This design comes from an exercise in tuning for small area on the open sky130 flow, not from production work. Only simulation tests tie the RTL to the original design; equivalence was not proved. No activity file was given, so power comes from the tool's default toggle rates.

==> flow/design.v <==
`default_nettype none
package pcie_tl_pkg;
    localparam int DATA_W = 32;
    localparam logic [DATA_W-1:0] REG_TC_VC_MAP    = 32'h0000_1000;
    localparam logic [DATA_W-1:0] REG_LINK_CTRL    = 32'h0000_1004;
    localparam logic [DATA_W-1:0] REG_VC_FC_STATUS = 32'h0000_1008;   
    localparam logic [DATA_W-1:0] REG_BAR0_BASE    = 32'h0000_100C;
    localparam logic [DATA_W-1:0] REG_DMA_CFG      = 32'h0000_1010;
    localparam logic [DATA_W-1:0] REG_TX_DESC_LEN  = 32'h0000_2000;
    localparam logic [DATA_W-1:0] REG_TX_DESC_ADDR = 32'h0000_2004;
    typedef logic [1:0] axi_resp_t;
    localparam axi_resp_t RESP_OKAY   = 2'd0;
    localparam axi_resp_t RESP_SLVERR = 2'd2;
    localparam int BURST_BEATS = 16;               
    localparam int TLP_BYTES   = BURST_BEATS * 4;
    localparam logic [2:0] FMT_MWR32 = 3'b010;     
    localparam logic [4:0] TYPE_MEM  = 5'b00000;
    typedef struct packed {
        logic [DATA_W-1:0] addr;
    } cpu_ar_t;
    typedef struct packed {
        logic [DATA_W-1:0] addr;
        logic [DATA_W-1:0] data;
    } cpu_aw_t;
    typedef struct packed {
        logic [DATA_W-1:0] data;
        axi_resp_t         resp;
    } cpu_r_t;
    typedef struct packed {
        logic [15:0]       len;                    
        logic [DATA_W-1:0] addr;
    } tx_desc_t;
    typedef struct packed {
        logic [DATA_W-1:0] addr;
        logic [7:0]        tag;
    } tlp_req_t;
    typedef struct packed {
        logic [2:0]        fmt;
        logic [4:0]        typ;
        logic [13:0]       rsvd;                   
        logic [9:0]        length;
        logic [15:0]       req_id;
        logic [7:0]        tag;
        logic [3:0]        last_be;
        logic [3:0]        first_be;
        logic [DATA_W-1:0] addr;
    } tlp_hdr_t;
endpackage
`default_nettype wire
`timescale 1ns/1ns
`default_nettype none
module pcie_tl #(
    parameter int NUM_VC = 8
) (
    input  wire                               aclk,
    input  wire                               arst,
    input  wire                               awvalid_i,
    input  wire                               wvalid_i,
    input  wire pcie_tl_pkg::cpu_aw_t         cpu_aw_i,
    output logic                              awready_o,
    output logic                              wready_o,
    output logic                              bvalid_o,
    input  wire                               bready_i,
    output pcie_tl_pkg::axi_resp_t            bresp_o,
    input  wire                               arvalid_i,
    input  wire pcie_tl_pkg::cpu_ar_t         araddr_i,
    output logic                              arready_o,
    output logic                              rvalid_o,
    input  wire                               rready_i,
    output pcie_tl_pkg::cpu_r_t               cpu_r_o,
    output logic                              mem_arvalid_o,
    input  wire                               mem_arready_i,
    output logic [pcie_tl_pkg::DATA_W-1:0]    mem_araddr_o,
    input  wire                               mem_rvalid_i,
    output logic                              mem_rready_o,
    input  wire [pcie_tl_pkg::DATA_W-1:0]     mem_rdata_i,
    input  wire                               mem_rlast_i,
    output logic                              tx_valid_o,
    input  wire                               tx_ready_i,
    output logic [pcie_tl_pkg::DATA_W-1:0]    tx_data_o,
    input  wire                               linkup_i,
    input  wire [NUM_VC-1:0]                  dll_vc_up_i
);
    logic [31:0] wa, wd, ra;
    logic        wr_fire, rd_fire;
    assign wa       = cpu_aw_i.addr;
    assign wd       = cpu_aw_i.data;
    assign ra       = araddr_i.addr;
    assign wr_fire  = awready_o && awvalid_i && wvalid_i;
    assign rd_fire  = arready_o && arvalid_i;
    assign wready_o = awready_o;
    function automatic logic is_mapped(input logic [31:0] addr);
        is_mapped = addr == pcie_tl_pkg::REG_TC_VC_MAP    || addr == pcie_tl_pkg::REG_LINK_CTRL   ||
                    addr == pcie_tl_pkg::REG_VC_FC_STATUS || addr == pcie_tl_pkg::REG_BAR0_BASE   ||
                    addr == pcie_tl_pkg::REG_DMA_CFG      || addr == pcie_tl_pkg::REG_TX_DESC_LEN ||
                    addr == pcie_tl_pkg::REG_TX_DESC_ADDR;
    endfunction
    logic        bresp_err;
    logic        rresp_err;
    logic [31:0] rdata_q;
    assign bresp_o = {bresp_err, 1'b0};
    assign cpu_r_o = {rdata_q, rresp_err, 1'b0};
    always_ff @(posedge aclk) begin
        if (!arst) begin
            awready_o <= 1'b0;
            bvalid_o  <= 1'b0;
            arready_o <= 1'b0;
            rvalid_o  <= 1'b0;
        end else begin
            awready_o <= awvalid_i && wvalid_i && !bvalid_o && !awready_o;
            arready_o <= arvalid_i && !arready_o && !rvalid_o;
            if (wr_fire)       bvalid_o <= 1'b1;
            else if (bready_i) bvalid_o <= 1'b0;
            if (rd_fire)       rvalid_o <= 1'b1;
            else if (rready_i) rvalid_o <= 1'b0;
        end
    end
    logic [31:0] tc_vc_map_q, link_ctrl_q, bar0_q, desc_len_q, desc_addr_q;
    logic [31:0] wd_r;
    assign wd_r = arst ? wd : 32'h0;
    always_ff @(posedge aclk) begin
        if (!arst || (wr_fire && wa == pcie_tl_pkg::REG_TC_VC_MAP))    tc_vc_map_q <= wd_r;
        if (!arst || (wr_fire && wa == pcie_tl_pkg::REG_LINK_CTRL))    link_ctrl_q <= wd_r;
        if (!arst || (wr_fire && wa == pcie_tl_pkg::REG_BAR0_BASE))    bar0_q      <= wd_r;
        if (!arst || (wr_fire && wa == pcie_tl_pkg::REG_TX_DESC_LEN))  desc_len_q  <= wd_r;
        if (!arst || (wr_fire && wa == pcie_tl_pkg::REG_TX_DESC_ADDR)) desc_addr_q <= wd_r;
    end
    localparam logic [1:0] L_IDLE  = 2'd0;
    localparam logic [1:0] L_START = 2'd1;    
    localparam logic [1:0] L_TRAIN = 2'd2;
    localparam logic [1:0] L_WALK  = 2'd3;
    logic [1:0]        ls_q;
    logic [NUM_VC-1:0] vc_up;
    logic              link_wr;
    assign link_wr = wr_fire && wd[0] && wa == pcie_tl_pkg::REG_LINK_CTRL;
    always_ff @(posedge aclk) begin
        if (!arst) begin
            ls_q  <= L_IDLE;
            vc_up <= '0;
        end else begin
            case (ls_q)
                L_IDLE:  if (link_wr) ls_q <= L_START;
                L_START: ls_q <= L_TRAIN;
                L_TRAIN: if (linkup_i) ls_q <= L_WALK;
                default: ;
            endcase
            if (ls_q == L_WALK) begin
                for (int i = 0; i < NUM_VC; i++)
                    if ((i == 0 || vc_up[i == 0 ? 0 : i - 1]) && dll_vc_up_i[i]) vc_up[i] <= 1'b1;
            end
        end
    end
    function automatic logic [25:0] inc26(input logic [25:0] x);
        logic cb, c;
        cb = 1'b1;
        for (int j = 0; j < 26; j += 4) begin
            c = cb;
            for (int i = j; i < j + 4 && i < 26; i++) begin
                inc26[i] = x[i] ^ c;
                c        = c & x[i];
            end
            cb = cb & (&x[j +: 4]);
        end
    endfunction
    logic        h0_q, h1_q, h2_q, pay_q;
    logic        dma_pend_q;
    logic        req_valid_q;
    logic [9:0]  left_q;         
    logic [31:0] taddr_q;        
    logic [7:0]  tag_q;
    logic        dma_busy;
    logic        start_go, chunk_go, next_chunk, req_ready, last_xfer;
    logic [9:0]  chunks;
    assign chunks     = desc_len_q[15:6];
    assign dma_busy   = mem_arvalid_o || req_valid_q || h0_q || h1_q || h2_q || pay_q;
    assign start_go   = dma_pend_q && chunks != '0;
    assign last_xfer  = pay_q && mem_rvalid_i && tx_ready_i && mem_rlast_i;
    assign req_ready  = !(h0_q || h1_q || h2_q || pay_q) || last_xfer;
    assign chunk_go   = (mem_arvalid_o || req_valid_q) &&
                        (!mem_arvalid_o || mem_arready_i) &&
                        (!req_valid_q || req_ready);
    assign next_chunk = chunk_go && left_q != 10'd1;
    always_ff @(posedge aclk) begin
        if (!arst) begin
            dma_pend_q    <= 1'b0;
            mem_arvalid_o <= 1'b0;
            req_valid_q   <= 1'b0;
        end else begin
            dma_pend_q <= wr_fire && wd[0] && !dma_busy && wa == pcie_tl_pkg::REG_DMA_CFG;
            if (start_go) begin
                mem_arvalid_o <= 1'b1;
                req_valid_q   <= 1'b1;
            end else if (chunk_go) begin
                mem_arvalid_o <= next_chunk;
                req_valid_q   <= next_chunk;
            end else begin
                mem_arvalid_o <= mem_arvalid_o && !mem_arready_i;
                req_valid_q   <= req_valid_q && !req_ready;
            end
        end
    end
    always_ff @(posedge aclk) begin
        if (start_go) begin
            left_q       <= chunks;
            mem_araddr_o <= desc_addr_q;
        end else if (chunk_go) begin
            left_q <= left_q - 1'b1;
            if (next_chunk) mem_araddr_o[31:6] <= inc26(mem_araddr_o[31:6]);
        end
        if (start_go) begin
            taddr_q <= bar0_q;
            tag_q   <= '0;
        end else if (last_xfer) begin
            taddr_q[31:6] <= inc26(taddr_q[31:6]);
            tag_q         <= tag_q + 1'b1;
        end
    end
    always_ff @(posedge aclk) begin
        if (!arst) begin
            h0_q  <= 1'b0;
            h1_q  <= 1'b0;
            h2_q  <= 1'b0;
            pay_q <= 1'b0;
        end else begin
            h0_q  <= (req_ready && req_valid_q) || (h0_q && !tx_ready_i);
            h1_q  <= (h0_q && tx_ready_i) || (h1_q && !tx_ready_i);
            h2_q  <= (h1_q && tx_ready_i) || (h2_q && !tx_ready_i);
            pay_q <= (h2_q && tx_ready_i) || (pay_q && !last_xfer);
        end
    end
    assign mem_rready_o = pay_q && tx_ready_i;
    assign tx_valid_o   = h0_q || h1_q || h2_q || (pay_q && mem_rvalid_i);
    assign tx_data_o    = ({32{pay_q}} & mem_rdata_i) |
                          ({32{h0_q}}  & {pcie_tl_pkg::FMT_MWR32, pcie_tl_pkg::TYPE_MEM, 14'b0,
                                          10'(pcie_tl_pkg::BURST_BEATS)}) |
                          ({32{h1_q}}  & {16'h0000, tag_q, 4'hF, 4'hF}) |
                          ({32{h2_q}}  & taddr_q);
    localparam int R_TC = 0, R_LC = 1, R_VC = 2, R_B0 = 3, R_DMA = 4, R_LEN = 5, R_ADDR = 6;
    logic [6:0]  rsel_q;
    logic [31:0] rd_data;
    always_ff @(posedge aclk) begin
        rsel_q[R_TC]   <= ra == pcie_tl_pkg::REG_TC_VC_MAP;
        rsel_q[R_LC]   <= ra == pcie_tl_pkg::REG_LINK_CTRL;
        rsel_q[R_VC]   <= ra == pcie_tl_pkg::REG_VC_FC_STATUS;
        rsel_q[R_B0]   <= ra == pcie_tl_pkg::REG_BAR0_BASE;
        rsel_q[R_DMA]  <= ra == pcie_tl_pkg::REG_DMA_CFG;
        rsel_q[R_LEN]  <= ra == pcie_tl_pkg::REG_TX_DESC_LEN;
        rsel_q[R_ADDR] <= ra == pcie_tl_pkg::REG_TX_DESC_ADDR;
    end
    assign rd_data = ({32{rsel_q[R_TC]}}   & tc_vc_map_q) |
                     ({32{rsel_q[R_LC]}}   & link_ctrl_q) |
                     ({32{rsel_q[R_VC]}}   & 32'(vc_up)) |
                     ({32{rsel_q[R_B0]}}   & bar0_q) |
                     ({32{rsel_q[R_DMA]}}  & {31'b0, dma_busy}) |
                     ({32{rsel_q[R_LEN]}}  & desc_len_q) |
                     ({32{rsel_q[R_ADDR]}} & desc_addr_q);
    always_ff @(posedge aclk) begin
        if (wr_fire) bresp_err <= !is_mapped(wa);
        if (rd_fire) begin
            rdata_q   <= rd_data;
            rresp_err <= !(|rsel_q);
        end
    end
endmodule
`default_nettype wire
Settings: LEC_CHECK=0, CAP_MARGIN=0, CORE_MARGIN=2, CORE_UTILIZATION=72, SLEW_MARGIN=0; clock period 5.0 ns.
standard.sh (not shown) runs the stock make flow with config.mk's settings and CLKGATE_MAP_FILE= SYNTH_SCRIPT=/design/flow/synth_recipe.tcl, a recipe that flattens the netlist after the stock synthesis.
==> flow/flow/run.sh <==
#!/bin/bash
# Standard ORFS layout with two changes: the port buffers are the smallest
# buffer cell, and clock tree synthesis uses small clock buffers and no dummy
# loads. Each tool's full output goes to the ORFS logs under orfs/logs and the
# make output to flow_make.log in this folder.
set -euo pipefail
export BUFFER_PORTS_ARGS="-buffer_cell sky130_fd_sc_hd__buf_1"
export CTS_ARGS="-sink_clustering_enable -repair_clock_nets -dont_use_dummy_load -sink_clustering_size 16 -sink_clustering_max_diameter 100 -buf_list {sky130_fd_sc_hd__clkbuf_8 sky130_fd_sc_hd__clkbuf_4 sky130_fd_sc_hd__clkbuf_2}"
bash standard.sh > flow_make.log 2>&1
Rerun with:
--- a/flow/design.v
+++ b/flow/design.v
@@ -221,12 +221,17 @@
             h1_q  <= 1'b0;
             h2_q  <= 1'b0;
             pay_q <= 1'b0;
         end else begin
             h0_q  <= (req_ready && req_valid_q) || (h0_q && !tx_ready_i);
-            h1_q  <= (h0_q && tx_ready_i) || (h1_q && !tx_ready_i);
-            h2_q  <= (h1_q && tx_ready_i) || (h2_q && !tx_ready_i);
+            if (tx_ready_i) begin
+                h1_q <= h0_q;
+                h2_q <= h1_q;
+            end else begin
+                h1_q <= h1_q;
+                h2_q <= h2_q;
+            end
             pay_q <= (h2_q && tx_ready_i) || (pay_q && !last_xfer);
         end
     end
     assign mem_rready_o = pay_q && tx_ready_i;
     assign tx_valid_o   = h0_q || h1_q || h2_q || (pay_q && mem_rvalid_i);
Outcome: The changed run produced a clean layout. Power falls by 0.64%. Hold slack got worse by 0.0067 ns. Register-to-register slack improved by 0.05 ns. Setup slack improved by 0.15 ns. Clock power stays flat. Global-route usage falls by 2.0 points. Clock skew rises by 0.014 ns. Synthesized area rises by 0.50%.

[afterwards: timing with drivers on the ports]
The results above use ideal ports. As a check the final layouts listed here were re-extracted and re-timed, cells and wires unchanged.
Step 1 assumes that a clkbuf_16 drives the clock port and a buf_2 every other input.
Step 2 adds t to the input delays and takes it off the output delays; t is the mean of the earliest and latest rising clock arrival at the registers after step 1. Input paths then give back, and output paths get back, about the clock's delay inside the block.
a / b / c = no drivers / after step 1 / after step 2; a / b = the first two.
run | shift t [ns] | setup WS [ns] | clock arrival spread, ns
the first run | 0.575 | 1.884 / 1.905 / 1.330 | 0.014 / 0.014
the second run | 0.561 | 2.035 / 2.035 / 1.495 | 0.027 / 0.027
After both steps setup and hold are still met in every run listed. For the first run, which loses most, drivers alone change the setup slack by +0.021 ns; drivers and shift together by -0.554 ns.
